This is an optimization exercise on Yosys and OpenROAD, whose aim is small area, a short achievable clock period and few clock cycles per item, not a production implementation.
Only simulation tests tie the RTL to the original design; equivalence was not proved.

## oak
// rgb_to_hsv_converter
module rgb_to_hsv_converter (
  input  wire logic        clk_i,
  input  wire logic        rst_ni,
  input  wire logic        in_valid_i,
  output logic             in_stall_o,
  input  wire logic [23:0] in_word_i,
  output logic             out_valid_o,
  input  wire logic        out_stall_i,
  output logic [30:0]      out_word_o
);
Size: ~2,500 cells after synthesis, roughly 330 flip-flops.
Settings: LEC_CHECK=0, ABC_AREA=1, CAP_MARGIN=20, CORE_MARGIN=2, CORE_UTILIZATION=45, CTS_CLUSTER_DIAMETER=100, CTS_CLUSTER_SIZE=30, SETUP_SLACK_MARGIN=4.0, SLEW_MARGIN=20; clock period 7.5 ns.
run.sh (not shown) runs the stock make flow with config.mk's settings and CLKGATE_MAP_FILE= SYNTH_SCRIPT=/design/flow/synth_recipe.tcl, a recipe that flattens the netlist after the stock synthesis.
oak did not stop at any stage, and its layout met the timing, DRC and antenna checks.
Testbench counts of oak, summed over its fixed seeds: cycles 24,064, pixels 24,000.
The following lists how pine was set up differently from oak:
Settings: CORE_UTILIZATION changed from 45 to 50.
==> notes.md <==
Compared with oak, pine shows a register share of the cell area that is 0.24 points higher.
Between oak and pine, number of well taps decreased.
Slowest stage cell on the critical path: buf_6 -> pine, clkdlybuf4s50_1 -> oak
Comparing growth of design area from synthesis to finish for oak and pine, the smaller number came from pine.
oak → pine: routed wire length lost 850 um.

Setup of JK:
rgb_to_hsv_converter, a different RTL version from the one above (not shown whole).
Size: roughly 2500 cells after synthesis, about 330 flip-flops, roughly 61 I/O pins, roughly 23000 um^2 of cells after synthesis.
export LEC_CHECK = 0
export ABC_AREA = 1
export CAP_MARGIN = 20
export CORE_MARGIN = 2
export CORE_UTILIZATION = 60
export CTS_CLUSTER_DIAMETER = 100
export CTS_CLUSTER_SIZE = 30
export SETUP_SLACK_MARGIN = 4.1
export SLEW_MARGIN = 20
create_clock -name core_clock -period 7.5 [get_ports {clk_i}]
JK | status: complete | timing, DRC, antenna: pass
Testbench counts of JK, summed over its fixed seeds: cycles 24,064, pixels 24,000.
--- input diff JK..MS ---
--- a/flow/config.mk
+++ b/flow/config.mk
@@ -11,4 +11,2 @@
-export CORE_UTILIZATION = 60
-export CTS_CLUSTER_DIAMETER = 100
-export CTS_CLUSTER_SIZE = 30
-export SETUP_SLACK_MARGIN = 4.1
+export CORE_UTILIZATION = 45
+export SETUP_SLACK_MARGIN = 4.0
--- outcome ---
As of MS, maximum number of pins on one net before global-route repair had risen by more than 10% compared to JK.
Per the comparison of MS with JK, maximum frequency decreased 2.2%; non-clock buffering overhead in the final layout went down 1.6 points; count of clock-buffer cells in the layout climbed 29; largest stage delay on the critical path +0.52 ns.
In MS, the final critical delay including setup and external delays came out 0.075 ns above the value in JK.
The following lists how AL was set up differently from MS:
--- a/flow/config.mk
+++ b/flow/config.mk
@@ -11 +11 @@
-export CORE_UTILIZATION = 45
+export CORE_UTILIZATION = 75
## What came out
AL: done, clean on timing, DRC and antenna
Relative to MS, the signed area change from the synthesized netlist to the final layout of AL is lower by 0.90 points.
Compared with MS, AL shows a higher sequential share of layout area.
Compared with MS, AL shows a lower critical path data required time.
Hold slack delta (AL − MS): favourable
Going from MS to AL, number of global-route vias before repair grew by a few percent.
AL vs MS — total routing usage reported by global routing rose 15 points.
Initial antenna violation count came out exactly the same in MS and AL.
Input-level comparison between TR and AL:
--- a/flow/config.mk
+++ b/flow/config.mk
@@ -11 +11 @@
-export CORE_UTILIZATION = 75
+export CORE_UTILIZATION = 60
@@ -13,0 +14 @@
+export TNS_END_PERCENT = 10
## What came out
- Wire length on met3 of TR falls short of that of AL by more than half.
- Number of buffers inserted by port buffering of TR is on par with AL.
- Summary: setup slack, TR better than AL
- TR against AL: design area now smaller; layout multi-input combinational cell count barely changed; placeable core region went up.
- Distinct cell type count of the synthesized netlist: AL vs TR identical
## Diff of input files: PW against TR
--- a/flow/config.mk
+++ b/flow/config.mk
@@ -11 +11,3 @@
-export CORE_UTILIZATION = 60
+export CORE_UTILIZATION = 55
+export CTS_CLUSTER_DIAMETER = 100
+export CTS_CLUSTER_SIZE = 30
@@ -14 +15,0 @@
-export TNS_END_PERCENT = 10
Results
The proportion of cell area occupied by multi-input gates reported for PW is greater than that of TR by 1.4 points. The final reports for PW and TR show sum of met2 wire segment lengths after detailed routing higher in the former. TR → PW: cell count grew by 10, layout-stage area growth over the synthesis result shrank by 2.3 points, number of setup buffers added after CTS grew by 4. [PW] first-iteration DRC count rose 19% relative to TR. Taking TR as the reference, in PW global-route usage went down 2.2 points; wire length picked up an extra 0.86%.

[afterwards: timing with drivers on the ports]
In the flow no input, the clock included, has a driving cell. The finished layouts below were timed again as built, in two steps.
Step 1 sets driving cells, clkbuf_16 on the clock port and buf_2 on the other inputs (assumed; they add their load-dependent delay and slew).
Step 2 also shifts input and output timing later by t, the mid clock arrival at the registers, as if the neighbouring blocks saw the same clock.
a / b / c = ideal ports / drivers / drivers and shift; a / b = the first two.
run	t, ns	setup slack, ns	hold WS [ns]	worst setup path after step 2	pins driven straight from the clock port
oak	0.587	4.051 / 3.996 / 3.505	0.419 / 0.419 / 0.419	input to register	1
pine	0.581	4.074 / 4.038 / 3.584	0.418 / 0.418 / 0.418	input to register	1
JK	0.566	4.103 / 4.057 / 3.602	0.414 / 0.414 / 0.414	input to register	1
MS	0.595	4.028 / 4.031 / 3.460	0.411 / 0.411 / 0.411	input to register	1
AL	0.568	3.784 / 3.784 / 3.488	0.415 / 0.415 / 0.415	input to register	1
TR	0.587	3.901 / 3.870 / 3.440	0.412 / 0.412 / 0.412	input to register	1
PW	0.574	4.085 / 4.049 / 3.535	0.423 / 0.423 / 0.423	input to register	1
After both steps setup and hold are still met in every run listed. The setup slack of MS, which loses most, moves by +0.003 ns with the drivers and by -0.568 ns with both steps.
